From an optimization exercise on the open Yosys and OpenROAD flow, aimed at small area and a short achievable clock period; shortcuts taken in it are not production practice. Where RTL was checked, it was by simulation tests only, not by an equivalence proof against the original. The RTL of runs 1, 2 and 5 to 9 was laid out without a check of its function.

File: flow/flow/run.sh
#!/bin/bash
# The standard synthesis and layout, with three changes to the layout steps: the
# synthesized combinational cells start at their smallest drive strength
# (flow/downsize.tcl), the port buffers are buf_2 cells, and timing repair aims for
# the setup slack in flow/setup_margin.txt.
set -uo pipefail
cd "$(dirname "$0")/.."
bash standard.sh synth > synth.log 2>&1 || exit 1
export PRE_FLOORPLAN_TCL="$(pwd)/flow/downsize.tcl"
export BUFFER_PORTS_ARGS="-buffer_cell sky130_fd_sc_hd__buf_2"
export SETUP_SLACK_MARGIN=$(cat flow/setup_margin.txt)
bash standard.sh > layout.log 2>&1
File: flow/flow/downsize.tcl
# Downsize every combinational cell to the smallest drive strength of its kind, so
# that timing repair only upsizes the cells whose paths need it.
set n_down 0
foreach inst [get_cells *] {
  set ref [get_property $inst ref_name]
  if {![regexp {^(sky130_fd_sc_hd__([a-z0-9]+))_([0-9]+)$} $ref -> base kind drive]} { continue }
  if {[regexp {^(e?df|sdf|dl|tap|fill|decap|conb|clk|dly|probe|lpflow)} $kind]} { continue }
  foreach d {0 1 2} {
    if {$d >= $drive} { break }
    set lc [get_lib_cells -quiet ${base}_$d]
    if {[llength $lc] > 0 && ![get_property [lindex $lc 0] dont_use]} {
      replace_cell $inst [lindex $lc 0]
      incr n_down
      break
    }
  }
}
puts "downsize.tcl: downsized $n_down cells"
File: flow/flow/setup_margin.txt
6.5
File: flow/standard.sh
#!/bin/bash
# synth_recipe.tcl (not shown) runs the flow's synth.tcl, then flattens the netlist and writes it again
# the make line also repeats each setting of config.mk as NAME=value (left out here)
make -C /OpenROAD-flow-scripts/flow DESIGN_CONFIG=/design/flow/config.mk WORK_HOME=/design/flow/orfs CLKGATE_MAP_FILE= SYNTH_SCRIPT=/design/flow/synth_recipe.tcl "${@:-finish}"
File: flow/config.mk
export PLATFORM = sky130hd
export DESIGN_NAME = life_row_engine
export DESIGN_NICKNAME = life_row_engine
export VERILOG_FILES = /design/flow/design.v
export SDC_FILE = /design/flow/constraint.sdc
export NUM_CORES = 4
export LEC_CHECK = 0
export CAP_MARGIN = 20
export CORE_MARGIN = 2
export CORE_UTILIZATION = 40
export SLEW_MARGIN = 20
export SYNTH_HIERARCHICAL = 1
File: flow/constraint.sdc
create_clock -name core_clock -period 11.5 [get_ports {clk}]
set_input_delay 2.3000 -clock core_clock [delete_from_list [all_inputs] [get_ports {clk}]]
set_output_delay 2.3000 -clock core_clock [all_outputs]
set_load 0.01 [all_outputs]
File: flow/design.v
package life_pkg;
    localparam logic [8:0] CONWAY_BIRTH   = 9'b000001000;
    localparam logic [8:0] CONWAY_SURVIVE = 9'b000001100;
endpackage
module life_rule_cell (
    input  logic [1:0] s_l,
    input  logic [1:0] s_c,
    input  logic [1:0] s_r,
    input  logic       self,
    input  logic [8:0] birth_mask,
    input  logic [8:0] survive_mask,
    output logic       next
);
    logic t0, k1, x, y, t1, z;
    logic t2, t3;
    life_fa u_fa0 (.a(s_l[0]), .b(s_c[0]), .c(s_r[0]), .s(t0), .co(k1));
    life_fa u_fa1 (.a(s_l[1]), .b(s_c[1]), .c(s_r[1]), .s(x),  .co(y));
    life_ha u_ha0 (.a(x), .b(k1), .s(t1), .co(z));
    life_ha u_ha1 (.a(y), .b(z),  .s(t2), .co(t3));
    logic b_lo, b_hi, s_lo, s_hi, m_lo, m_hi;
    life_mux4 u_b_lo (.d({birth_mask[3:0]}),                   .s({t1, t0}), .y(b_lo));
    life_mux4 u_b_hi (.d({birth_mask[7:4]}),                   .s({t1, t0}), .y(b_hi));
    life_mux4 u_s_lo (.d({survive_mask[2:0], survive_mask[0]}), .s({t1, t0}), .y(s_lo));
    life_mux4 u_s_hi (.d({survive_mask[6:3]}),                  .s({t1, t0}), .y(s_hi));
    life_mux4 u_m_lo (.d({s_hi, s_lo, b_hi, b_lo}),             .s({self, t2}), .y(m_lo));
    life_mux4 u_m_hi (.d({survive_mask[8:7], birth_mask[8], birth_mask[8]}), .s({self, t0}), .y(m_hi));
    life_mux2 u_m    (.d({m_hi, m_lo}),                         .s(t3), .y(next));
endmodule
module life_fa (
    input  logic a,
    input  logic b,
    input  logic c,
    output logic s,
    output logic co
);
    assign s  = a ^ b ^ c;
    assign co = (a & b) | (a & c) | (b & c);
endmodule
module life_mux4 (
    input  logic [3:0] d,
    input  logic [1:0] s,
    output logic       y
);
    assign y = d[s];
endmodule
module life_mux2 (
    input  logic [1:0] d,
    input  logic       s,
    output logic       y
);
    assign y = d[s];
endmodule
module life_ha (
    input  logic a,
    input  logic b,
    output logic s,
    output logic co
);
    assign s  = a ^ b;
    assign co = a & b;
endmodule
module life_popcount32 (
    input  logic [31:0] x,
    output logic [5:0] y
);
    logic s0, c0, s1, c1, s2, c2, s3, c3;
    logic s4, c4, s5, c5, s6, c6, s7, c7;
    logic s8, c8, s9, c9, s10, c10, s11, c11;
    logic s12, c12, s13, c13, s14, c14, s15, c15;
    logic s16, c16, s17, c17, s18, c18, s19, c19;
    logic s20, c20, s21, c21, s22, c22, s23, c23;
    logic s24, c24, s25, c25, s26, c26, s27, c27;
    logic s28, c28, s29, c29, s30, c30;
    life_fa u0 (.a(x[0]), .b(x[10]), .c(x[11]), .s(s0), .co(c0));
    life_fa u1 (.a(x[12]), .b(x[13]), .c(x[14]), .s(s1), .co(c1));
    life_fa u2 (.a(x[15]), .b(x[16]), .c(x[17]), .s(s2), .co(c2));
    life_fa u3 (.a(x[18]), .b(x[19]), .c(x[1]), .s(s3), .co(c3));
    life_fa u4 (.a(x[20]), .b(x[21]), .c(x[22]), .s(s4), .co(c4));
    life_fa u5 (.a(x[23]), .b(x[24]), .c(x[25]), .s(s5), .co(c5));
    life_fa u6 (.a(x[26]), .b(x[27]), .c(x[28]), .s(s6), .co(c6));
    life_fa u7 (.a(x[29]), .b(x[2]), .c(x[30]), .s(s7), .co(c7));
    life_fa u8 (.a(x[31]), .b(x[3]), .c(x[4]), .s(s8), .co(c8));
    life_fa u9 (.a(x[5]), .b(x[6]), .c(x[7]), .s(s9), .co(c9));
    life_fa u10 (.a(x[8]), .b(x[9]), .c(s0), .s(s10), .co(c10));
    life_fa u11 (.a(s1), .b(s2), .c(s3), .s(s11), .co(c11));
    life_fa u12 (.a(s4), .b(s5), .c(s6), .s(s12), .co(c12));
    life_fa u13 (.a(s7), .b(s8), .c(s9), .s(s13), .co(c13));
    life_fa u14 (.a(s10), .b(s11), .c(s12), .s(s14), .co(c14));
    life_ha u15 (.a(s13), .b(s14), .s(s15), .co(c15));
    life_fa u16 (.a(c0), .b(c1), .c(c2), .s(s16), .co(c16));
    life_fa u17 (.a(c3), .b(c4), .c(c5), .s(s17), .co(c17));
    life_fa u18 (.a(c6), .b(c7), .c(c8), .s(s18), .co(c18));
    life_fa u19 (.a(c9), .b(c10), .c(c11), .s(s19), .co(c19));
    life_fa u20 (.a(c12), .b(c13), .c(s16), .s(s20), .co(c20));
    life_fa u21 (.a(s17), .b(s18), .c(c14), .s(s21), .co(c21));
    life_fa u22 (.a(s19), .b(s20), .c(c15), .s(s22), .co(c22));
    life_ha u23 (.a(s21), .b(s22), .s(s23), .co(c23));
    life_fa u24 (.a(c16), .b(c17), .c(c18), .s(s24), .co(c24));
    life_fa u25 (.a(c19), .b(c20), .c(s24), .s(s25), .co(c25));
    life_fa u26 (.a(c21), .b(s25), .c(c22), .s(s26), .co(c26));
    life_ha u27 (.a(c23), .b(s26), .s(s27), .co(c27));
    life_fa u28 (.a(c24), .b(c25), .c(c26), .s(s28), .co(c28));
    life_ha u29 (.a(c27), .b(s28), .s(s29), .co(c29));
    life_ha u30 (.a(c28), .b(c29), .s(s30), .co(c30));
    assign y[0] = s15;
    assign y[1] = s23;
    assign y[2] = s27;
    assign y[3] = s29;
    assign y[4] = s30;
    assign y[5] = c30;
endmodule
module life_row_engine #(
    parameter int WIDTH  = 64,
    parameter int HEIGHT = 32,
    parameter int WRAP   = 0
) (
    input  logic                                 clk,
    input  logic                                 rst_n,
    input  logic                                 start,
    input  logic [8:0]                           birth_mask,
    input  logic [8:0]                           survive_mask,
    input  logic                                 in_valid,
    output logic                                 in_ready,
    input  logic [WIDTH-1:0]                     in_row,
    output logic                                 out_valid,
    input  logic                                 out_ready,
    output logic [WIDTH-1:0]                     out_row,
    output logic                                 out_last,
    output logic                                 busy,
    output logic                                 gen_done,
    output logic [$clog2(WIDTH*HEIGHT+1)-1:0]    alive_count,
    output logic                                 stable
);
    localparam int CW = $clog2(WIDTH*HEIGHT+1);
    localparam int RW = $clog2(HEIGHT);
    logic             st_fill, st_run, st_drain, st_last;
    logic [8:0]       birth_q, survive_q;
    logic [WIDTH-1:0] prev_row, cur_row, below_row, new_row;
    logic [RW-1:0]    row_cnt;
    logic             pend;
    logic             rdy_base;
    logic             out_free, start_go, take_fill, load_run, load_drain, load, shift, last_row;
    assign rdy_base = st_fill | (st_run & !out_valid);
    always_comb begin
        busy       = st_fill | st_run | st_drain | st_last;
        out_free   = !out_valid || out_ready;
        in_ready   = (st_run & out_ready) | rdy_base;
        start_go   = !busy && start;
        take_fill  = st_fill && in_valid;
        load_run   = st_run && in_valid && out_free;
        load_drain = st_drain && out_free;
        load       = load_run | load_drain;
        shift      = take_fill | load;
        last_row   = (row_cnt == RW'(HEIGHT - 1));
        out_last   = st_last;    
    end
    always_ff @(posedge clk or negedge rst_n) begin
        if (!rst_n) begin
            st_fill   <= 1'b0;
            st_run    <= 1'b0;
            st_drain  <= 1'b0;
            st_last   <= 1'b0;
            row_cnt   <= '0;
            out_valid <= 1'b0;
            gen_done  <= 1'b0;
            pend      <= 1'b0;
        end else begin
            st_fill   <= start_go | (st_fill & !in_valid);
            st_run    <= take_fill | (st_run & !(load_run & last_row));
            st_drain  <= (load_run & last_row) | (st_drain & !out_free);
            st_last   <= load_drain | (st_last & !out_ready);
            gen_done  <= st_last & out_valid & out_ready;
            out_valid <= load | (out_valid & !out_ready);
            pend      <= load;
            if (take_fill | load_run) row_cnt <= row_cnt + RW'(1);
        end
    end
    always_ff @(posedge clk) begin
        if (start_go) begin
            birth_q   <= birth_mask;
            survive_q <= survive_mask;
        end
        if (shift) prev_row <= cur_row;
        if (shift | !busy) cur_row <= below_row;
        if (load)  out_row  <= new_row;
    end
    assign below_row = (st_fill | st_run) ? in_row : '0;
    logic [1:0] col [WIDTH+2];
    assign col[0]       = 2'd0;
    assign col[WIDTH+1] = 2'd0;
    for (genvar j = 0; j < WIDTH; j++) begin : g_col
        life_fa u_col (.a(prev_row[j]), .b(cur_row[j]), .c(below_row[j]),
                       .s(col[j+1][0]), .co(col[j+1][1]));
    end
    for (genvar i = 0; i < WIDTH; i++) begin : g_cell
        life_rule_cell u_cell (
            .s_l (col[i]),
            .s_c (col[i+1]),
            .s_r (col[i+2]),
            .self(cur_row[i]),
            .birth_mask  (birth_q),
            .survive_mask(survive_q),
            .next(new_row[i])
        );
    end
    localparam int HW  = WIDTH / 2;
    localparam int HPW = $clog2(HW + 1);
    localparam int PW  = $clog2(WIDTH + 1);
    logic [HPW-1:0] pop_lo, pop_hi;
    logic [PW-1:0]  row_pop;
    logic [CW-1:0]  alive_q;
    life_popcount32 u_pop_lo (.x(out_row[HW-1:0]),     .y(pop_lo));
    life_popcount32 u_pop_hi (.x(out_row[WIDTH-1:HW]), .y(pop_hi));
    assign alive_count = alive_q + CW'(row_pop);
    always_ff @(posedge clk) begin
        row_pop <= pend ? PW'(pop_lo) + PW'(pop_hi) : '0;
        if (start_go) begin
            alive_q <= '0;
            stable  <= 1'b1;
        end else begin
            alive_q <= alive_count;
            if (pend && out_row != prev_row) stable <= 1'b0;
        end
    end
endmodule
==> results of run 1 <==
per-stage QoR:
step / std cells / instance area, um^2 / utilization [%] / hold WS (ps)
after global placement: 2415 / 28630 / 43.54 / 453.2
after global routing: 2533 / 30700 / 46.70 / 507.5
after detailed placement: 2415 / 28630 / 43.54 / 458.5
after CTS: 2491 / 30060 / 45.72 / 470.3
after floorplan: 1379 / 26580 / - / 438.7
final: 2533 / 30700 / 46.70 / 468.0
cell type report:
type | count | area share (%)
clock buffer | 48 | 3.354
clock inverter | 13 | 0.4646
inverter | 16 | 0.1956
multi-input combinational | 1103 | 64.88
sequential | 242 | 22.82
tap | 864 | 3.521
timing repair buffer | 247 | 4.760
layout by cell type (no fill, tap or decap), types with 7 or more instances in the layout:
cell         n
clkbuf_1     7
dfxtp_1     20
and2_0      12
nor4_1       8
buf_2      166
clkbuf_16   39
nor2b_1     27
nand2_1     11
xnor2_1     60
mux4_2       8
mux4_1     376
nand4_1     16
fa_2       121
ha_1       149
nor2b_2     38
buf_4       77
dfrtp_1     12
xor2_1      18
edfxtp_1   210
mux2_1      66
inv_1       15
fa_1       125
worst min-delay path by stage:
stage / from / to / slack (ps) / depth (start not counted)
global route: row_cnt[3] / row_cnt[3] / 510 / 1
floorplan: row_cnt[3] / row_cnt[3] / 440 / 1
global placement: row_cnt[3] / row_cnt[3] / 450 / 1
CTS: row_cnt[3] / row_cnt[3] / 470 / 1
finish: row_cnt[3] / row_cnt[3] / 470 / 1
detailed placement: row_cnt[3] / row_cnt[3] / 460 / 1
what timing repair did:
action	4_1_cts	5_1_grt
cloned	0	1
buffers inserted	15	41
endpoints found under the hold margin	0	0
gates resized for setup	55	129
setup endpoints to repair	44	142
pin swaps	1	36
layer usage:
| metal | up-vias | part of all wire (%) | wire length [um] |
|---|---|---|---|
| met2 | 855 | 48 | 39780 |
| met4 | 2 | 2.7 | 2238 |
| met1 | 9102 | 42 | 34620 |
| li1 | 6754 | - | - |
| met3 | 121 | 8.0 | 6705 |
| met5 | - | 0.0084 | 7 |
registers in the layout, summed over array words and instances, names as in the netlist:
name	count
prev_row	64
st_fill	1
st_drain	1
gen_done	1
row_cnt	5
alive_q	12
stable	1
cur_row	64
survive_q	9
birth_q	9
st_run	1
out_valid	1
out_row	64
st_last	1
row_pop	7
pend	1
==> out/metrics.cfg, run 1 <==
[status]
outcome = timing/DRC/antenna clean

[finish]
drive_gt1_share_pct = 29.12
regArea_um2 = 7007
nFillCells = 5525
multi_input_area_um2 = 19920
antenna_cells = 0
nets = 2130

[setup_path]
cp_num_buf_inv = 3
crit_family = buffers and inverters
startpoint = out_ready
crit_fanout = 2
path_cells = buf_8 -> nand2b_4 -> a21oi_4 -> inv_2 -> buf_6
end_kind = output port
required_ps = 9200
r2r_cells = 13
path_depth = 5
cp.arrival_ps = 2870
startpoint_type = primary input
path_class = in2out
critPathSlowestCell = a21oi_4
worstReg2RegStart = out_row[59]
endpoint = in_ready
worstReg2RegEnd = row_pop[6]
r2r_slack_ps = 6610
slowest_delay_ps = 150

[routing]
drc = 0
wl_per_cell_um = 32.91
first_pass_iters = 5
post_drt_via_cell_ratio = 6.646
ant_nets = 0
wirelength_mm = 83.36
vias = 16830
first_iter_violations = 1548

[grt]
grt_overflow = 0
busiest_layer = met2
grt_use_met3_pct = 5.836
antenna_found_initial = 1
grtUsageTotal_pct = 24.43
grt_pass1_wl_mm = 120.5
grt_pass1_vias = 17730
met2_usage_pct = 38.90
grt_max_degree = 111
grt_use_met1_pct = 33.72

[clock_tree]
ctsHoldBuffers = 0
cts_sinks = 242
cts_max_level = 2
cts_tree = done
clock_latency_ps = 560
clkTransAtPathRegs_ps = 50
cts_buffers = 34
clk_path_buf_depth = 3
clockRootBuffer = clkbuf_16

[sta]
finalCritPeriodShare_pct = 44.92
relSlewSlack_pct = 21.12
finClkSkew_ps = 17.25
finalHoldViolCount = 0
setup_slack_ps = 6334
rsz0062_at_grt = true
drv_slew = 0
worst_pin_slew_ps = 1183
setup_tns_ps = 0
fmax_mhz = 193.6
min_period_ps = 5166
setup_viol = 0

[die]
die_y_um = 261.5
start_util_pct = 40.35
dieArea_um2 = 68400
row_count = 94
dieWidth_um = 261.5
pin_count = 169
design.core.area_um2 = 65750

[synthesis]
yosysWarnings = 9
postSynthCellCount = 1376

[placement]
hpwl_mm = 50.24
portBuffers = 168
place_congestion = 0.8201
post-place-ws_ps = 5773

[run]
cap_violations = 0

[hold_path]
min_path_type = reg2reg

==> inputs of run 2 (changes only) <==
--- a/flow/design.v
+++ b/flow/design.v
@@ -141,10 +141,10 @@
     logic             rdy_base;
     logic             out_free, start_go, take_fill, load_run, load_drain, load, shift, last_row;
     assign rdy_base = st_fill | (st_run & !out_valid);
+    life_ready u_ready (.run(st_run), .out_ready(out_ready), .base(rdy_base), .ready(in_ready));
     always_comb begin
         busy       = st_fill | st_run | st_drain | st_last;
         out_free   = !out_valid || out_ready;
-        in_ready   = (st_run & out_ready) | rdy_base;
         start_go   = !busy && start;
         take_fill  = st_fill && in_valid;
         load_run   = st_run && in_valid && out_free;
@@ -223,3 +223,11 @@
         end
     end
 endmodule
+module life_ready (
+    input  logic run,
+    input  logic out_ready,
+    input  logic base,
+    output logic ready
+);
+    assign ready = (run & out_ready) | base;
+endmodule
==> flow/flow/downsize.tcl (replaced) <==
# Swap every combinational cell for the smallest-area cell of its kind (same function,
# another drive strength), so that timing repair only grows the cells whose paths
# need it.
set n_down 0
foreach inst [get_cells *] {
  set ref [get_property $inst ref_name]
  if {![regexp {^(sky130_fd_sc_hd__([a-z0-9]+))_([0-9]+)$} $ref -> base kind drive]} { continue }
  if {[regexp {^(e?df|sdf|dl|tap|fill|decap|conb|clk|dly|probe|lpflow)} $kind]} { continue }
  set best_area [get_property [get_lib_cells $ref] area]
  set best ""
  foreach lc [get_lib_cells -quiet ${base}_*] {
    set name [get_property $lc name]
    if {![regexp "^${base}_\[0-9\]+\$" $name]} { continue }
    set a [get_property $lc area]
    if {$a < $best_area - 1e-6} {
      set best_area $a
      set best $lc
    }
  }
  if {$best ne ""} {
    replace_cell $inst $best
    incr n_down
  }
}
puts "downsize.tcl: swapped $n_down cells for smaller ones"
==> out/metrics.cfg, run 2 <==
[grt]
antenna_found_initial = 1
grt_pass1_vias = 17330
grt_max_degree = 90
grt_use_met1_pct = 33.47
busiest_layer = met2
grt_pass1_wl_mm = 118.3
grt_use_met3_pct = 8.002
grtUsageTotal_pct = 25.72
grt_overflow = 0
met2_usage_pct = 40.24

[routing]
first_pass_iters = 5
vias = 16110
first_iter_violations = 1544
wirelength_mm = 80.95
ant_nets = 0
drc = 0
post_drt_via_cell_ratio = 6.478
wl_per_cell_um = 32.56

[run]
cap_violations = 0

[synthesis]
postSynthCellCount = 1377
yosysWarnings = 9

[setup_path]
end_kind = output port
required_ps = 9200
crit_fanout = 4
cp_num_buf_inv = 2
crit_family = buffers and inverters
slowest_delay_ps = 150
path_class = in2out
critPathSlowestCell = a21o_1
path_cells = buf_6 -> a21o_1 -> buf_2
cp.arrival_ps = 2680
r2r_slack_ps = 6600
startpoint_type = primary input

[finish]
nets = 2111
drive_gt1_share_pct = 47.60
final_common_cell = mux4_2
nFillCells = 5249
antenna_cells = 0
regArea_um2 = 7007
largest_registers = cur_row x64, out_row x64, prev_row x64
final_area_um2 = 28880
final_cell_mix = 384 x mux4_2, 210 x edfxtp_1, 167 x buf_2
multi_input_area_um2 = 18320

[sta]
relSlewSlack_pct = 23.28
finalCritPeriodShare_pct = 43.28
setup_viol = 0
finClkSkew_ps = 19.21
rsz0062_at_grt = true
drv_slew = 0
worst_pin_slew_ps = 1151
finalHoldViolCount = 0
fmax_mhz = 200.9
setup_tns_ps = 0
min_period_ps = 4978

[die]
dieWidth_um = 254.5
design.core.area_um2 = 61830
die_y_um = 254.5
start_util_pct = 40.60
row_count = 91
pin_count = 169
dieArea_um2 = 64770

[clock_tree]
cts_max_level = 2
clkTransAtPathRegs_ps = 60
clock_latency_ps = 560
clockRootBuffer = clkbuf_16
clk_path_buf_depth = 3
cts_tree = done
cts_buffers = 34
cts_sinks = 242

[hold_path]
min_path_type = reg2reg

[status]
outcome = timing/DRC/antenna clean

[placement]
placed_cell_area_um2 = 27180
place_congestion = 0.8216
portBuffers = 168
hpwl_mm = 49.43

[run 2: changes by cell type in the layout (fill, tap and decap cells not counted), moves of 12 or more]
cell     delta
mux4_1    -376
mux4_2    +376
fa_1       +33
fa_2       -33
nor2b_1    +23
nor2b_2    -22
buf_4      -18
and2_0     -12
and2_1     +12
[run 2: worst paths after layout]
| kind | start | endpoint | cells past startpoint |
|---|---|---|---|
| setup / recovery | out_ready | in_ready | 3 |
| hold / removal | row_cnt[3] | row_cnt[3] | 1 |
| setup reg to reg | out_row[1] | row_pop[6] | 13 |
| hold reg to reg | row_cnt[3] | row_cnt[3] | 1 |
| max in group asynchronous | rst_n | row_cnt[2] | 1 |
| min in group asynchronous | rst_n | row_cnt[3] | 1 |
[run 2: through the flow]
| step | hold WS, ps | util [%] | cells | setup slack (ps) |
|---|---|---|---|---|
| after CTS | 471.9 | 45.87 | 2453 | 6438 |
| after global routing | 492.0 | 46.72 | 2486 | 6443 |
| final | 475.1 | 46.72 | 2486 | 6522 |
| after detailed placement | 463.6 | 43.96 | 2390 | 5795 |
| after floorplan | 438.7 | - | 1380 | 6277 |
| after global placement | 452.9 | 43.91 | 2389 | 5870 |
[run 2: worst register-to-register path, cell delays in order, from the launching register on]
cell and delay (ps):
edfxtp_1 520, fa_1 580, fa_1 590, fa_1 440, ha_1 210, fa_1 380, fa_2 350, fa_1 500
ha_1 240, ha_4 290, ha_4 200, nor2b_1 140, o21a_1 170, o21a_1 170
[run 2: per-layer routing]
layer / vias to the layer above / part of all wire (%)
met4: 2 / 3.6
li1: 6339 / -
met1: 8612 / 38
met2: 995 / 48
met3: 157 / 10
met5: - / 0.063
[run 2: layout make-up]
type / instances / share of cell area [%]
Multi-Input combinational cell: 1102 / 63.44
Inverter: 16 / 0.2079
Clock inverter: 17 / 0.5891
Timing Repair Buffer: 229 / 4.600
Clock buffer: 43 / 3.279
Sequential cell: 242 / 24.26
Tap cell: 837 / 3.626
[run 2: what timing repair did]
action | 4_1_cts | 5_1_grt
buffers inserted | 3 | 33
resized for setup | 17 | 96
setup endpoints to repair | 22 | 68
pin swaps | 0 | 19
hold buffers | 0 | 0
==> inputs of run 3 (changes only) <==
--- a/flow/design.v
+++ b/flow/design.v
@@ -11,20 +11,20 @@
     input  logic [8:0] survive_mask,
     output logic       next
 );
-    logic t0, k1, x, y, t1, z;
-    logic t2, t3;
+    logic t0, k1, x, y, t1, z, t2, t3;
     life_fa u_fa0 (.a(s_l[0]), .b(s_c[0]), .c(s_r[0]), .s(t0), .co(k1));
     life_fa u_fa1 (.a(s_l[1]), .b(s_c[1]), .c(s_r[1]), .s(x),  .co(y));
     life_ha u_ha0 (.a(x), .b(k1), .s(t1), .co(z));
-    life_ha u_ha1 (.a(y), .b(z),  .s(t2), .co(t3));
-    logic b_lo, b_hi, s_lo, s_hi, m_lo, m_hi;
-    life_mux4 u_b_lo (.d({birth_mask[3:0]}),                   .s({t1, t0}), .y(b_lo));
-    life_mux4 u_b_hi (.d({birth_mask[7:4]}),                   .s({t1, t0}), .y(b_hi));
-    life_mux4 u_s_lo (.d({survive_mask[2:0], survive_mask[0]}), .s({t1, t0}), .y(s_lo));
-    life_mux4 u_s_hi (.d({survive_mask[6:3]}),                  .s({t1, t0}), .y(s_hi));
-    life_mux4 u_m_lo (.d({s_hi, s_lo, b_hi, b_lo}),             .s({self, t2}), .y(m_lo));
-    life_mux4 u_m_hi (.d({survive_mask[8:7], birth_mask[8], birth_mask[8]}), .s({self, t0}), .y(m_hi));
-    life_mux2 u_m    (.d({m_hi, m_lo}),                         .s(t3), .y(next));
+    assign t2 = y ^ z;
+    assign t3 = s_l[1] & s_c[1] & s_r[1] & k1;
+    logic b0, s1, b_lo, b_hi, s_lo, s_hi;
+    life_mux2 u_b0   (.d({birth_mask[8], birth_mask[0]}),     .s(t3), .y(b0));
+    life_mux2 u_s1   (.d({survive_mask[8], survive_mask[0]}), .s(t3), .y(s1));
+    life_mux4 u_b_lo (.d({birth_mask[3:1], b0}),              .s({t1, t0}), .y(b_lo));
+    life_mux4 u_b_hi (.d(birth_mask[7:4]),                    .s({t1, t0}), .y(b_hi));
+    life_mux4 u_s_lo (.d({survive_mask[2:1], s1, survive_mask[7]}), .s({t1, t0}), .y(s_lo));
+    life_mux4 u_s_hi (.d(survive_mask[6:3]),                  .s({t1, t0}), .y(s_hi));
+    life_mux4 u_m    (.d({s_hi, s_lo, b_hi, b_lo}),           .s({self, t2}), .y(next));
 endmodule
 module life_fa (
     input  logic a,
==> out/metrics.cfg, run 3 <==
[routing]
first_pass_iters = 5
first_iter_violations = 1703
wl_per_cell_um = 33.24
ant_nets = 0
post_drt_via_cell_ratio = 6.724
wirelength_mm = 83.00
drc = 0
vias = 16790

[clock_tree]
clockRootBuffer = clkbuf_16
cts_max_level = 1
clkTransAtPathRegs_ps = 60
clk_path_buf_depth = 3
clock_latency_ps = 590
ctsHoldBuffers = 0
cts_buffers = 30
cts_sinks = 242
cts_tree = done

[finish]
final_common_cell = mux4_2
post-route-util_pct = 45.64
final_cell_mix = 320 x mux4_2, 232 x fa_1, 210 x edfxtp_1
regArea_um2 = 7007
largest_registers = cur_row x64, out_row x64, prev_row x64
drive_gt1_share_pct = 36.38
nFillCells = 5284
final_area_um2 = 28010
nets = 2106
multi_input_area_um2 = 17680
antenna_cells = 0

[die]
die_y_um = 252.5
start_util_pct = 40.25
design.core.area_um2 = 61370
dieWidth_um = 252.5
pin_count = 169
dieArea_um2 = 63760
row_count = 91

[sta]
finClkSkew_ps = 13.72
min_period_ps = 4969
setup_tns_ps = 0
finalHoldViolCount = 0
worst_pin_slew_ps = 1183
drv_slew = 0
fin_hold_ws_ps = 468.8
finalCritPeriodShare_pct = 43.21
setup_viol = 0
relSlewSlack_pct = 21.12
fmax_mhz = 201.2
rsz0062_at_grt = false

[synthesis]
postSynthCellCount = 1441
yosysWarnings = 9

[placement]
place_congestion = 0.8519
portBuffers = 168
hpwl_mm = 49.55
placed_cell_area_um2 = 26710

[run]
cap_violations = 0

[setup_path]
crit_fanout = 4
startpoint_type = primary input
worstReg2RegEnd = row_pop[6]
worstReg2RegStart = out_row[1]
r2r_cells = 13
startpoint = out_ready
cp.arrival_ps = 2670
r2r_slack_ps = 6620
endpoint = in_ready
required_ps = 9200
end_kind = output port
path_class = in2out

[grt]
grt_pass1_vias = 17790
grt_overflow = 0
antenna_found_initial = 0
grt_pass1_wl_mm = 121.5
grtUsageTotal_pct = 26.26
grt_max_degree = 65

[hold_path]
min_path_type = reg2reg

[status]
outcome = timing/DRC/antenna clean

[run 3: timing repair]
item                                    4_1_cts  5_1_grt
endpoints found under the setup margin        3       40
buffers inserted                              2       33
pin swaps                                     0        7
cloned                                        0        0
resized for setup                             1       14
[run 3: cell type report]
class,instances,share of cell area [%]
Multi-Input combinational cell,1168,63.11
Sequential cell,242,25.02
Timing Repair Buffer,226,4.592
Tap cell,790,3.529
Clock buffer,35,2.823
Clock inverter,20,0.7147
Inverter,16,0.2144
[run 3: how the worst min path moves through the flow]
stage	start	end	slack [ps]	cells after the start
detailed placement	row_cnt[3]	row_cnt[3]	460	1
global route	row_cnt[3]	row_cnt[3]	500	1
floorplan	row_cnt[3]	row_cnt[3]	440	1
finish	row_cnt[3]	row_cnt[3]	470	1
CTS	row_cnt[3]	row_cnt[3]	480	1
global placement	row_cnt[3]	row_cnt[3]	460	1
[run 3: metal layers]
| metal | global-route usage, % | vias up | share of wire, % |
|---|---|---|---|
| met5 | 0 | - | 0 |
| met4 | 9.822 | 0 | 4.2 |
| met3 | 5.891 | 220 | 10 |
| met2 | 43.21 | 1071 | 49 |
| met1 | 34.13 | 9021 | 37 |
| li1 | - | 6478 | - |
[run 3: critical path, cell delays in order]
cell	delay, ps
buf_6	100
a21o_1	140
buf_2	130
[run 3: through the flow]
stage	cells	setup WS, ps
6_report	2497	6531
5_1_grt	2497	6503
4_1_cts	2464	6504
3_5_place_dp	2407	5975
3_3_place_gp	2407	6032
2_1_floorplan	1446	6418
==> inputs of run 4 (changes only) <==
==> flow/flow/run.sh (replaced) <==
#!/bin/bash
# The standard synthesis and layout, with these changes to the layout steps:
# - the synthesized combinational cells start as the smallest cell of their kind
#   (flow/downsize.tcl), so that timing repair only grows the ones that need it;
# - the port buffers are the cell named in flow/port_buffer.txt;
# - timing repair aims for the setup slack in flow/setup_margin.txt;
# - clock tree synthesis takes the arguments in flow/cts_args.txt, if present.
set -uo pipefail
cd "$(dirname "$0")/.."
bash standard.sh synth > synth.log 2>&1 || exit 1
export PRE_FLOORPLAN_TCL="$(pwd)/flow/downsize.tcl"
export BUFFER_PORTS_ARGS="-buffer_cell $(cat flow/port_buffer.txt)"
export SETUP_SLACK_MARGIN=$(cat flow/setup_margin.txt)
if [[ -f flow/cts_args.txt ]]; then
  export CTS_ARGS="$(cat flow/cts_args.txt)"
fi
bash standard.sh > layout.log 2>&1
==> flow/flow/cts_args.txt (new file) <==
-sink_clustering_enable -repair_clock_nets -buf_list sky130_fd_sc_hd__clkbuf_8 -dont_use_dummy_load
==> flow/flow/port_buffer.txt (new file) <==
sky130_fd_sc_hd__buf_2
==> out/metrics.cfg, run 4 <==
[hold_path]
min_path_type = reg2reg

[routing]
post_drt_via_cell_ratio = 6.764
wirelength_mm = 82.95
first_pass_iters = 5
drc = 0
wl_per_cell_um = 33.47
vias = 16760
first_iter_violations = 1559
ant_nets = 0

[grt]
antenna_found_initial = 1
grt_max_degree = 65
grt_pass1_vias = 17850
grt_overflow = 0
grt_pass1_wl_mm = 121.0
grtUsageTotal_pct = 26.38

[sta]
setup_tns_ps = 0
finalCritPeriodShare_pct = 43.21
min_period_ps = 4970
finClkSkew_ps = 47.20
drv_slew = 0
finalHoldViolCount = 0
rsz0062_at_grt = true
fmax_mhz = 201.2
setup_viol = 0
worst_pin_slew_ps = 1181
relSlewSlack_pct = 21.23

[synthesis]
yosysWarnings = 9
postSynthCellCount = 1441

[clock_tree]
clkTransAtPathRegs_ps = 50
cts_tree = done
clock_latency_ps = 650
cts_max_level = 2
ctsHoldBuffers = 0
cts_sinks = 242
cts_buffers = 48
clk_path_buf_depth = 3
clockRootBuffer = clkbuf_8

[placement]
dp.cells = 2407
hpwl_mm = 49.55
place_congestion = 0.8519
portBuffers = 168

[finish]
instances_no_fill = 2478
final_cell_mix = 320 x mux4_2, 233 x fa_1, 210 x edfxtp_1
largest_registers = cur_row x64, out_row x64, prev_row x64
final_common_cell = mux4_2
nets = 2112
antenna_cells = 0
drive_gt1_share_pct = 36.02

[setup_path]
r2r_slack_ps = 6580
endpoint = in_ready
required_ps = 9200
path_class = in2out
startpoint_type = primary input
worstReg2RegEnd = row_pop[6]
r2r_cells = 13
end_kind = output port
cp.arrival_ps = 2670
crit_fanout = 4
worstReg2RegStart = out_row[22]
startpoint = out_ready

[die]
row_count = 91
design.core.area_um2 = 61370
pin_count = 169
start_util_pct = 40.25
dieWidth_um = 252.5
die_y_um = 252.5
dieArea_um2 = 63760

[run]
cap_violations = 0

[status]
outcome = timing/DRC/antenna clean

==> run 4: routing by layer <==
metal,track usage [%],up-vias,wire [um]
li1,-,6447,-
met4,12.07,2,4133
met2,42.32,1154,39890
met1,33.21,8916,29760
met5,0,-,13
met3,7.631,242,9152
==> run 4: critical path, cell delays in order <==
cell and delay, ps:
buf_6 100, a21o_1 140, buf_2 130
==> run 4: what timing repair did <==
| action | in CTS | in global routing |
|---|---|---|
| pin swaps | 0 | 6 |
| setup endpoints to repair | 4 | 29 |
| gates resized for setup | 2 | 11 |
| setup buffers | 5 | 18 |
==> run 4: worst min path at each step <==
stage | startpoint | endpoint | cells after the start | slack, ps
after floorplan | row_cnt[3] | row_cnt[3] | 1 | 440
after global placement | row_cnt[3] | row_cnt[3] | 1 | 460
after detailed placement | row_cnt[3] | row_cnt[3] | 1 | 460
after CTS | row_cnt[3] | row_cnt[3] | 1 | 480
after global routing | row_cnt[3] | row_cnt[3] | 1 | 500
final | row_cnt[3] | row_cnt[3] | 1 | 470
==> run 4: stage by stage <==
step	utilization [%]	hold WS (ps)	cell area, um^2	setup slack (ps)
finish	44.93	471.5	27570	6530
global route	44.93	500.5	27570	6458
CTS	44.66	475.6	27410	6504
detailed placement	43.52	463.5	26710	5975
global placement	43.52	457.2	26710	6032
floorplan	-	438.7	24760	6418
==> run 4: final cells by class <==
class / instances / area (um^2)
Tap cell: 790 / 988.4
Fill cell: 5326 / 33800
Clock buffer: 48 / 660.6
Inverter: 16 / 60.06
Sequential cell: 242 / 7007
Multi-Input combinational cell: 1168 / 17660
Timing Repair Buffer: 214 / 1196
==> inputs of run 5 (changes only) <==
--- a/flow/design.v
+++ b/flow/design.v
@@ -17,14 +17,14 @@
     life_ha u_ha0 (.a(x), .b(k1), .s(t1), .co(z));
     assign t2 = y ^ z;
     assign t3 = s_l[1] & s_c[1] & s_r[1] & k1;
-    logic b0, s1, b_lo, b_hi, s_lo, s_hi;
-    life_mux2 u_b0   (.d({birth_mask[8], birth_mask[0]}),     .s(t3), .y(b0));
-    life_mux2 u_s1   (.d({survive_mask[8], survive_mask[0]}), .s(t3), .y(s1));
-    life_mux4 u_b_lo (.d({birth_mask[3:1], b0}),              .s({t1, t0}), .y(b_lo));
-    life_mux4 u_b_hi (.d(birth_mask[7:4]),                    .s({t1, t0}), .y(b_hi));
-    life_mux4 u_s_lo (.d({survive_mask[2:1], s1, survive_mask[7]}), .s({t1, t0}), .y(s_lo));
-    life_mux4 u_s_hi (.d(survive_mask[6:3]),                  .s({t1, t0}), .y(s_hi));
-    life_mux4 u_m    (.d({s_hi, s_lo, b_hi, b_lo}),           .s({self, t2}), .y(next));
+    logic b0, s1, g0, g1, g2, g3;
+    life_mux2 u_b0 (.d({birth_mask[8], birth_mask[0]}),     .s(t3), .y(b0));
+    life_mux2 u_s1 (.d({survive_mask[8], survive_mask[0]}), .s(t3), .y(s1));
+    life_mux4 u_g0 (.d({s1, survive_mask[7], birth_mask[1], b0}),                .s({self, t0}), .y(g0));
+    life_mux4 u_g1 (.d({survive_mask[2:1], birth_mask[3:2]}),                    .s({self, t0}), .y(g1));
+    life_mux4 u_g2 (.d({survive_mask[4:3], birth_mask[5:4]}),                    .s({self, t0}), .y(g2));
+    life_mux4 u_g3 (.d({survive_mask[6:5], birth_mask[7:6]}),                    .s({self, t0}), .y(g3));
+    life_mux4 u_m  (.d({g3, g2, g1, g0}),                                        .s({t2, t1}), .y(next));
 endmodule
 module life_fa (
     input  logic a,
removed: flow/flow/cts_args.txt
==> out/metrics.cfg, run 5 <==
[finish]
largest_registers = cur_row x64, out_row x64, prev_row x64
final_common_cell = mux4_2
nFillCells = 5280
nets = 2089
final_cell_mix = 320 x mux4_2, 236 x fa_1, 210 x edfxtp_1
antenna_cells = 0
drive_gt1_share_pct = 35.99
instances_no_fill = 2482

[clock_tree]
cts_tree = done
cts_max_level = 2
cts_buffers = 34
cts_sinks = 242
clock_latency_ps = 550
clockRootBuffer = clkbuf_16
clkTransAtPathRegs_ps = 60
ctsHoldBuffers = 0
clk_path_buf_depth = 3

[setup_path]
startpoint = out_ready
cp.arrival_ps = 2670
worstReg2RegStart = out_row[52]
crit_fanout = 4
r2r_cells = 13
path_class = in2out
r2r_slack_ps = 6540
startpoint_type = primary input
required_ps = 9200
endpoint = in_ready
end_kind = output port
worstReg2RegEnd = row_pop[6]

[grt]
grt_max_degree = 65
grt_pass1_vias = 18030
grtUsageTotal_pct = 26.65
grt_pass1_wl_mm = 122.9
grt_overflow = 0
antenna_found_initial = 2

[die]
die_y_um = 252.5
row_count = 91
dieArea_um2 = 63760
design.core.area_um2 = 61370
start_util_pct = 40.25
dieWidth_um = 252.5
pin_count = 169

[hold_path]
min_path_type = reg2reg
hp-start = row_cnt[3]

[sta]
finalCritPeriodShare_pct = 43.25
relSlewSlack_pct = 22.11
setup_tns_ps = 0
worst_pin_slew_ps = 1168
setup_slack_ps = 6526
finClkSkew_ps = 10.07
fin_hold_ws_ps = 482.4
setup_viol = 0
finalHoldViolCount = 0
drv_slew = 0
rsz0062_at_grt = true
min_period_ps = 4974
fmax_mhz = 201.1

[placement]
dp.cells = 2407
portBuffers = 168
post-place-ws_ps = 5916
hpwl_mm = 49.37
place_congestion = 0.8329

[routing]
drc = 0
vias = 16650
wl_per_cell_um = 33.65
first_iter_violations = 1660
wirelength_mm = 83.52
first_pass_iters = 5
post_drt_via_cell_ratio = 6.707
ant_nets = 0

[synthesis]
yosysWarnings = 9
postSynthCellCount = 1441

[run]
cap_violations = 0

[status]
outcome = timing/DRC/antenna clean

## run 5: layout make-up
cell class	count	area (um^2)	share of cell area, %
multi-input cells	1169	17730	63.22
flip-flops and latches	242	7007	24.98
well taps	790	988.4	3.524
clock inverters	13	91.34	0.3256
repair buffers	204	1154	4.112
clock buffers	48	1018	3.631
inverters	16	60.06	0.2141
## run 5: how the worst min path moves through the flow
stage	endpoint	slack [ps]	depth (start not counted)
finish	row_cnt[3]	480	1
CTS	row_cnt[3]	490	1
floorplan	row_cnt[3]	440	1
detailed placement	row_cnt[3]	480	1
global placement	row_cnt[3]	450	1
global route	row_cnt[3]	500	1
## run 5: worst max-delay path: stages
cell,delay (ps)
buf_6,100
a21o_1,140
buf_2,130
## run 5: what timing repair did
item,4_1_cts,5_1_grt
gates resized for setup,2,17
buffers inserted,2,11
pin swaps,1,4
endpoints found under the setup margin,14,62
cloned,1,0
## run 5: routing by layer
layer	GRT usage (%)	routed length (um)
met3	6.756	8804
met4	9.045	2871
met5	0	0
met1	36.17	32120
met2	41.98	39720
## run 5: per-stage QoR
stage	cell area [um^2]	util [%]
after floorplan	24780	-
after global placement	26710	43.53
after global routing	28050	45.71
final	28050	45.71
after detailed placement	26740	43.57
after CTS	27870	45.42
==> inputs of run 6 (changes only) <==
==> flow/flow/cts_args.txt (new file) <==
-sink_clustering_enable -repair_clock_nets -buf_list sky130_fd_sc_hd__clkbuf_8 -dont_use_dummy_load
==> flow/flow/port_buffer.txt (replaced) <==
sky130_fd_sc_hd__buf_1
==> out/metrics.cfg, run 6 <==
[status]
outcome = timing/DRC/antenna clean

[clock_tree]
clkTransAtPathRegs_ps = 50
clockRootBuffer = clkbuf_8
clock_latency_ps = 680
clk_path_buf_depth = 3
cts_max_level = 2
cts_sinks = 242
cts_tree = done
cts_buffers = 52

[grt]
grt_pass1_vias = 17800
antenna_found_initial = 0
grt_overflow = 0
grtUsageTotal_pct = 26.53
grt_max_degree = 65
grt_pass1_wl_mm = 122.3

[routing]
drc = 0
first_iter_violations = 1865
first_pass_iters = 5
post_drt_via_cell_ratio = 6.698
wl_per_cell_um = 33.37
ant_nets = 0
vias = 16620
wirelength_mm = 82.80

[placement]
hpwl_mm = 48.82
portBuffers = 168
place_congestion = 0.8462
dp.cells = 2407

[sta]
setup_tns_ps = 0
setup_viol = 0
min_period_ps = 4968
finalCritPeriodShare_pct = 43.20
finalHoldViolCount = 0
relSlewSlack_pct = 19.24
worst_pin_slew_ps = 1211
finClkSkew_ps = 87.66
drv_slew = 0
rsz0062_at_grt = true
fmax_mhz = 201.3
fin_hold_ws_ps = 472.3

[setup_path]
path_class = in2out
startpoint_type = primary input
cp.arrival_ps = 2670
crit_fanout = 4
required_ps = 9200
end_kind = output port

[die]
pin_count = 169
start_util_pct = 40.25
die_y_um = 252.5
row_count = 91
design.core.area_um2 = 61370
dieWidth_um = 252.5
dieArea_um2 = 63760

[finish]
instances_no_fill = 2481
regArea_um2 = 7007
final_cell_mix = 320 x mux4_2, 233 x fa_1, 210 x edfxtp_1
multi_input_area_um2 = 17710
nFillCells = 5325
antenna_cells = 0
drive_gt1_share_pct = 26.67
nets = 2115
final_common_cell = mux4_2
largest_registers = cur_row x64, out_row x64, prev_row x64

[hold_path]
min_path_type = reg2reg

[synthesis]
postSynthCellCount = 1441
yosysWarnings = 9

[run]
cap_violations = 0

run 6: cell types whose count changed in the layout (fill, tap and decap cells not counted), moves of 7 or more:
cell / delta
buf_1: +164
buf_2: -165
buf_4: +12
clkbuf_1: -7
clkbuf_16: -38
clkbuf_8: +49
run 6: final cells by class:
cell class | instances | area share [%]
multi-input combinational | 1168 | 64.49
sequential | 242 | 25.51
tap | 790 | 3.599
timing repair buffer | 213 | 3.567
clock buffer | 52 | 2.606
inverter | 16 | 0.2187
run 6: repair_timing:
item | CTS | global route
setup buffers | 8 | 14
hold buffers | 0 | 0
gates resized for setup | 3 | 18
endpoints found under the setup margin | 5 | 7
pin swaps | 0 | 6
run 6: path summary, 6_finish.rpt:
| check | depth (start not counted) | to | slack, ps | start |
|---|---|---|---|---|
| worst max register to register | 13 | row_pop[6] | 6570 | out_row[52] |
| worst min register to register | 1 | row_cnt[3] | 470 | row_cnt[3] |
| worst max-delay path | 3 | in_ready | 6530 | out_ready |
| max in group asynchronous | 1 | row_cnt[0] | 9350 | rst_n |
| worst min-delay path | 1 | row_cnt[3] | 470 | row_cnt[3] |
| min in group asynchronous | 1 | pend | 1680 | rst_n |
run 6: metal layers:
metal	wire length, um	global-route usage, %	vias to the layer above
li1	-	-	6464
met1	32970	37.35	8932
met2	38970	41.32	1068
met3	8565	6.354	153
met4	2292	7.337	0
met5	0	0	-
run 6: per-stage QoR:
| stage | setup slack [ps] | utilization [%] | cell area, um^2 |
|---|---|---|---|
| 6_report | 6532 | 44.75 | 27460 |
| 5_1_grt | 6479 | 44.75 | 27460 |
| 4_1_cts | 6501 | 44.47 | 27290 |
| 3_5_place_dp | 5899 | 43.20 | 26510 |
| 3_3_place_gp | 5947 | 43.20 | 26510 |
| 2_1_floorplan | 6406 | - | 24780 |
run 6: critical path, stage by stage:
cell and delay [ps]:
buf_6 100, a21o_1 140, buf_2 130
==> inputs of run 7 (changes only) <==
==> flow/flow/setup_margin.txt (replaced) <==
6.6
==> out/metrics.cfg, run 7 <==
[setup_path]
required_ps = 9200
path_class = in2out
cp.arrival_ps = 2660
crit_fanout = 2
end_kind = output port
startpoint_type = primary input

[routing]
ant_nets = 0
vias = 17010
drc = 0
first_iter_violations = 1885
wirelength_mm = 84.89
wl_per_cell_um = 33.95
first_pass_iters = 5
post_drt_via_cell_ratio = 6.804

[die]
start_util_pct = 40.25
design.core.area_um2 = 61370
die_y_um = 252.5
row_count = 91
dieWidth_um = 252.5
pin_count = 169
dieArea_um2 = 63760

[sta]
drv_slew = 0
relSlewSlack_pct = 19.42
finClkSkew_ps = 86.42
min_period_ps = 4959
setup_viol = 0
finalHoldViolCount = 0
worst_pin_slew_ps = 1209
fmax_mhz = 201.6
rsz0062_at_grt = true
setup_slack_ps = 6541
finalCritPeriodShare_pct = 43.12
setup_tns_ps = 0

[grt]
grtUsageTotal_pct = 27.08
grt_pass1_vias = 18120
grt_overflow = 0
antenna_found_initial = 1
grt_pass1_wl_mm = 124.0
grt_max_degree = 65

[finish]
post-route-util_pct = 45.15
nets = 2133
drive_gt1_share_pct = 29.20
final_common_cell = mux4_2
final_cell_mix = 320 x mux4_2, 222 x fa_1, 210 x edfxtp_1
largest_registers = cur_row x64, out_row x64, prev_row x64

[clock_tree]
clock_latency_ps = 680
cts_buffers = 53
clkTransAtPathRegs_ps = 60
clk_path_buf_depth = 3
clockRootBuffer = clkbuf_8
cts_max_level = 2
cts_tree = done
cts_sinks = 242

[synthesis]
postSynthCellCount = 1441
yosysWarnings = 9

[hold_path]
min_path_type = reg2reg

[placement]
portBuffers = 168
hpwl_mm = 49.72
place_congestion = 0.8258
post-place-ws_ps = 5980

[status]
outcome = timing/DRC/antenna clean

[run]
cap_violations = 0

## run 7: final cells by class
type / count / area, um^2
Timing Repair Buffer: 229 / 1104
Fill cell: 5341 / 33660
Inverter: 16 / 60.06
Antenna cell: 1 / 2.502
Clock buffer: 53 / 729.5
Tap cell: 790 / 988.4
Sequential cell: 242 / 7009
Multi-Input combinational cell: 1169 / 17820
## run 7: repair_timing
item / 4_1_cts / 5_1_grt
resized for setup: 14 / 36
hold buffers: 0 / 0
gates cloned: 1 / 0
setup buffers: 21 / 17
hold endpoints to repair: 0 / 0
pin swaps: 8 / 16
endpoints found under the setup margin: 45 / 41
## run 7: path summary, 6_finish.rpt
check	start	to	slack (ps)	depth (start not counted)
max	out_ready	in_ready	6540	3
min	row_cnt[3]	row_cnt[3]	470	1
max reg2reg	out_row[42]	row_pop[6]	6730	13
min reg2reg	row_cnt[3]	row_cnt[3]	470	1
max in group asynchronous	rst_n	st_last	9420	1
min in group asynchronous	rst_n	row_cnt[4]	1640	1
## run 7: metal layers
layer / vias to the layer above / global-route usage, % / share of wire, % / wire (um)
met5: - / 0 / 0 / 0
met4: 0 / 10.53 / 4.3 / 3674
met3: 248 / 5.839 / 11 / 9609
met2: 1189 / 42.43 / 47 / 39650
met1: 9081 / 37.06 / 38 / 31950
li1: 6491 / - / - / -
## run 7: worst max-delay path: stages
cell,delay [ps]
buf_6,90
a21o_1,140
buf_2,130
## run 7: through the flow
stage	hold WS [ps]	instance area, um^2	std cells
2_1_floorplan	438.7	24780	1446
3_3_place_gp	454.2	26510	2407
3_5_place_dp	467.5	26510	2407
4_1_cts	476.8	27470	2482
5_1_grt	500.0	27710	2499
6_report	472.8	27710	2500
==> inputs of run 8 (changes only) <==
==> flow/flow/cts_args.txt (replaced) <==
-sink_clustering_enable -repair_clock_nets -buf_list sky130_fd_sc_hd__clkbuf_8 -dont_use_dummy_load -sink_clustering_size 12 -sink_clustering_max_diameter 100
==> flow/flow/setup_margin.txt (replaced) <==
6.5
==> out/metrics.cfg, run 8 <==
[setup_path]
cp.arrival_ps = 2670
path_class = in2out
startpoint_type = primary input
crit_fanout = 4
required_ps = 9200
end_kind = output port

[die]
start_util_pct = 40.25
dieWidth_um = 252.5
dieArea_um2 = 63760
row_count = 91
design.core.area_um2 = 61370
die_y_um = 252.5
pin_count = 169

[finish]
largest_registers = cur_row x64, out_row x64, prev_row x64
nFillCells = 5329
post-route-util_pct = 44.01
instances_no_fill = 2446
final_area_um2 = 27010
antenna_cells = 0
final_cell_mix = 320 x mux4_2, 234 x fa_1, 210 x edfxtp_1
drive_gt1_share_pct = 25.00
nets = 2080
final_common_cell = mux4_2

[sta]
fmax_mhz = 201.3
drv_slew = 0
finalHoldViolCount = 0
finalCritPeriodShare_pct = 43.20
worst_pin_slew_ps = 1207
rsz0062_at_grt = true
relSlewSlack_pct = 19.51
min_period_ps = 4968
setup_viol = 0
setup_tns_ps = 0
finClkSkew_ps = 28.62

[routing]
wl_per_cell_um = 33.68
first_iter_violations = 1830
wirelength_mm = 82.38
drc = 0
ant_nets = 0
post_drt_via_cell_ratio = 6.745
vias = 16500
first_pass_iters = 5

[clock_tree]
clock_latency_ps = 620
clkTransAtPathRegs_ps = 80
clk_path_buf_depth = 3
clockRootBuffer = clkbuf_8
ctsHoldBuffers = 0
cts_sinks = 242
cts_buffers = 24
cts_tree = done
cts_max_level = 1

[grt]
grt_overflow = 0
grt_pass1_vias = 17550
grt_max_degree = 65
antenna_found_initial = 0
grtUsageTotal_pct = 26.21
grt_pass1_wl_mm = 121.3

[placement]
place_congestion = 0.8462
dp.cells = 2407
placed_cell_area_um2 = 26510
hpwl_mm = 48.82
portBuffers = 168

[synthesis]
yosysWarnings = 9
postSynthCellCount = 1441

[hold_path]
min_path_type = reg2reg

[status]
outcome = timing/DRC/antenna clean

[run]
cap_violations = 0

-- run 8: layout make-up --
cell class,count,area [um^2],share of cell area (%)
repair buffers,206,927.1,3.433
well taps,790,988.4,3.660
flip-flops and latches,242,7007,25.94
inverters,16,60.06,0.2224
clock buffers,24,330.3,1.223
multi-input cells,1168,17700,65.52
-- run 8: final timing paths --
check	depth (start not counted)	end	slack, ps	from
min in group asynchronous	1	pend	1710	rst_n
max in group asynchronous	1	row_cnt[0]	9320	rst_n
worst min register to register	1	row_cnt[3]	480	row_cnt[3]
worst min-delay path	1	row_cnt[3]	480	row_cnt[3]
worst max-delay path	3	in_ready	6530	out_ready
worst max register to register	13	row_pop[6]	6550	out_row[1]
-- run 8: stage by stage --
step,hold slack (ps),setup slack (ps)
after floorplan,438.7,6406
after global placement,457.6,5947
after detailed placement,458.7,5899
after CTS,475.2,6510
after global routing,501.5,6451
final,477.6,6532
-- run 8: layer usage --
| layer | vias up | global-route usage, % | routed length [um] |
|---|---|---|---|
| li1 | 6389 | - | - |
| met1 | 8916 | 37.33 | 33440 |
| met4 | 0 | 6.526 | 2237 |
| met2 | 1057 | 40.82 | 38550 |
| met5 | - | 0 | 0 |
| met3 | 136 | 6.117 | 8155 |
-- run 8: critical path, cell delays in order --
cell	delay [ps]
buf_6	100
a21o_1	140
buf_2	130
-- run 8: what timing repair did --
| action | CTS | global route |
|---|---|---|
| gates cloned | 0 | 0 |
| pin swaps | 0 | 6 |
| gates resized for setup | 3 | 16 |
| setup endpoints to repair | 5 | 9 |
| hold endpoints to repair | 0 | 0 |
| setup buffers | 3 | 12 |
==> inputs of run 9 (changes only) <==
--- a/flow/design.v
+++ b/flow/design.v
@@ -9,6 +9,10 @@
     input  logic       self,
     input  logic [8:0] birth_mask,
     input  logic [8:0] survive_mask,
+    input  logic       birth8_n,      
+    input  logic       birth0_n,      
+    input  logic       survive8_n,    
+    input  logic       survive0_n,    
     output logic       next
 );
     logic t0, k1, x, y, t1, z, t2, t3;
@@ -18,8 +22,8 @@
     assign t2 = y ^ z;
     assign t3 = s_l[1] & s_c[1] & s_r[1] & k1;
     logic b0, s1, g0, g1, g2, g3;
-    life_mux2 u_b0 (.d({birth_mask[8], birth_mask[0]}),     .s(t3), .y(b0));
-    life_mux2 u_s1 (.d({survive_mask[8], survive_mask[0]}), .s(t3), .y(s1));
+    life_mux2i u_b0 (.d({birth8_n, birth0_n}),     .s(t3), .y(b0));
+    life_mux2i u_s1 (.d({survive8_n, survive0_n}), .s(t3), .y(s1));
     life_mux4 u_g0 (.d({s1, survive_mask[7], birth_mask[1], b0}),                .s({self, t0}), .y(g0));
     life_mux4 u_g1 (.d({survive_mask[2:1], birth_mask[3:2]}),                    .s({self, t0}), .y(g1));
     life_mux4 u_g2 (.d({survive_mask[4:3], birth_mask[5:4]}),                    .s({self, t0}), .y(g2));
@@ -43,12 +47,12 @@
 );
     assign y = d[s];
 endmodule
-module life_mux2 (
+module life_mux2i (
     input  logic [1:0] d,
     input  logic       s,
     output logic       y
 );
-    assign y = d[s];
+    assign y = !d[s];
 endmodule
 module life_ha (
     input  logic a,
@@ -135,6 +139,7 @@
     localparam int RW = $clog2(HEIGHT);
     logic             st_fill, st_run, st_drain, st_last;
     logic [8:0]       birth_q, survive_q;
+    logic             birth8_n, birth0_n, survive8_n, survive0_n;
     logic [WIDTH-1:0] prev_row, cur_row, below_row, new_row;
     logic [RW-1:0]    row_cnt;
     logic             pend;
@@ -177,8 +182,12 @@
     end
     always_ff @(posedge clk) begin
         if (start_go) begin
-            birth_q   <= birth_mask;
-            survive_q <= survive_mask;
+            birth_q    <= birth_mask;
+            survive_q  <= survive_mask;
+            birth8_n   <= !birth_mask[8];
+            birth0_n   <= !birth_mask[0];
+            survive8_n <= !survive_mask[8];
+            survive0_n <= !survive_mask[0];
         end
         if (shift) prev_row <= cur_row;
         if (shift | !busy) cur_row <= below_row;
@@ -200,6 +209,10 @@
             .self(cur_row[i]),
             .birth_mask  (birth_q),
             .survive_mask(survive_q),
+            .birth8_n    (birth8_n),
+            .birth0_n    (birth0_n),
+            .survive8_n  (survive8_n),
+            .survive0_n  (survive0_n),
             .next(new_row[i])
         );
     end
==> out/metrics.cfg, run 9 <==
[routing]
drc = 0
wl_per_cell_um = 32.82
wirelength_mm = 81.19
first_iter_violations = 1696
post_drt_via_cell_ratio = 6.690
first_pass_iters = 7
vias = 16550
ant_nets = 0

[run]
cap_violations = 0

[setup_path]
cp.arrival_ps = 2670
path_cells = buf_6 -> a21o_1 -> buf_2
required_ps = 9200
slowest_delay_ps = 140
critPathSlowestCell = a21o_1
crit_fanout = 4
end_kind = output port
startpoint_type = primary input
path_class = in2out

[clock_tree]
cts_buffers = 24
clkTransAtPathRegs_ps = 80
clockRootBuffer = clkbuf_8
clock_latency_ps = 640
cts_max_level = 1
ctsHoldBuffers = 0
clk_path_buf_depth = 3
cts_tree = done
cts_sinks = 242

[grt]
grt_pass1_wl_mm = 120.4
grtUsageTotal_pct = 25.97
grt_pass1_vias = 17930
antenna_found_initial = 2
grt_max_degree = 65
grt_overflow = 0

[die]
row_count = 90
design.core.area_um2 = 60470
pin_count = 169
start_util_pct = 40.61
dieArea_um2 = 63390
die_y_um = 251.8
dieWidth_um = 251.8

[finish]
area_delta_synth_final_pct = 10.22
nets = 2116
largest_registers = cur_row x64, out_row x64, prev_row x64
post-route-util_pct = 44.76
final_cell_mix = 320 x mux4_2, 243 x fa_1, 210 x edfxtp_1
drive_gt1_share_pct = 25.59
final_common_cell = mux4_2
antenna_cells = 0
nFillCells = 5266

[synthesis]
postSynthCellCount = 1445
yosysWarnings = 9
syn_area_per_cell_um2 = 16.99
synth.cell_area_um2 = 24560

[sta]
setup_tns_ps = 0
min_period_ps = 4969
setup_slack_ps = 6531
fmax_mhz = 201.3
rsz0062_at_grt = false
worst_pin_slew_ps = 1128
finClkSkew_ps = 35.33
finalCritPeriodShare_pct = 43.21
setup_viol = 0
relSlewSlack_pct = 24.83
fin_hold_ws_ps = 479.8
finalHoldViolCount = 0
drv_slew = 0

[status]
outcome = timing/DRC/antenna clean

[placement]
post-place-ws_ps = 6070
portBuffers = 168
place_congestion = 0.8257
hpwl_mm = 49.13

[hold_path]
min_path_type = reg2reg

==> run 9: what timing repair did <==
| item | in CTS | in global routing |
|---|---|---|
| hold endpoints to repair | 0 | 0 |
| gates resized for setup | 2 | 16 |
| buffers inserted | 12 | 36 |
| pin swaps | 1 | 11 |
| gates cloned | 0 | 0 |
| endpoints found under the setup margin | 7 | 7 |
==> run 9: through the flow <==
step | area, um^2 | instances
floorplan | 24590 | 1450
global placement | 26300 | 2402
detailed placement | 26300 | 2402
CTS | 26730 | 2438
global route | 27060 | 2474
finish | 27060 | 2474
==> run 9: layer usage <==
metal  share of wire [%]  wire length [um]  global-route usage, %
met4                 2.8              2277                  7.456
met1                  41             33210                  37.05
met3                 9.2              7432                  5.179
met2                  47             38270                  40.66
met5                   0                 0                      0
==> run 9: worst max-delay path, delay by kind of cell <==
kind	cells	cell delay [ps]
AO/OA/AOI/OAI	1	140
buffers and inverters	2	230
==> run 9: area by class of cell <==
| cell class | instances | area (um^2) | share of cell area, % |
|---|---|---|---|
| multi-input combinational | 1168 | 17510 | 64.69 |
| inverter | 20 | 75.07 | 0.2774 |
| sequential | 242 | 7007 | 25.89 |
| timing repair buffer | 238 | 1166 | 4.309 |
| tap | 782 | 978.4 | 3.615 |
| clock buffer | 24 | 330.3 | 1.220 |
==> run 9: worst paths after layout <==
check / start / end / slack, ps / depth (start not counted)
min reg2reg: row_cnt[3] / row_cnt[3] / 480 / 1
max: out_ready / in_ready / 6530 / 3
max in group asynchronous: rst_n / row_cnt[4] / 9380 / 1
min: row_cnt[3] / row_cnt[3] / 480 / 1
min in group asynchronous: rst_n / pend / 1700 / 1
max reg2reg: out_row[60] / row_pop[4] / 6530 / 12

[port drivers added, routing unchanged]
The results above use ideal ports. As a check the final layouts listed here were re-extracted and re-timed, cells and wires unchanged. Step 1, drivers: a clkbuf_16 drives clk and a buf_2 each remaining input, both assumed. Step 2 times the ports against the registers' clock, not the clock port: input delays grow and output delays shrink by t, the midpoint of the rising clock arrivals with the driver on. Slacks: ideal / step 1 / step 2; pairs: ideal / step 1.
run	t, ns	setup WS [ns]	worst slew at a driven data input, ns
run 1	0.611	6.334 / 6.294 / 5.956	0.05
run 2	0.613	6.522 / 6.486 / 5.943	0.05
run 3	0.641	6.531 / 6.498 / 5.969	0.04
run 4	0.671	6.530 / 6.498 / 5.941	0.04
run 5	0.610	6.526 / 6.494 / 6.004	0.04
run 6	0.692	6.532 / 6.497 / 5.936	0.08
run 7	0.696	6.541 / 6.508 / 5.998	0.07
run 8	0.671	6.532 / 6.497 / 5.941	0.09
run 9	0.674	6.531 / 6.496 / 6.010	0.05
After both steps every run listed still meets setup and hold. The setup slack of run 6, which loses most, moves by -0.035 ns with the drivers and by -0.596 ns with both steps.
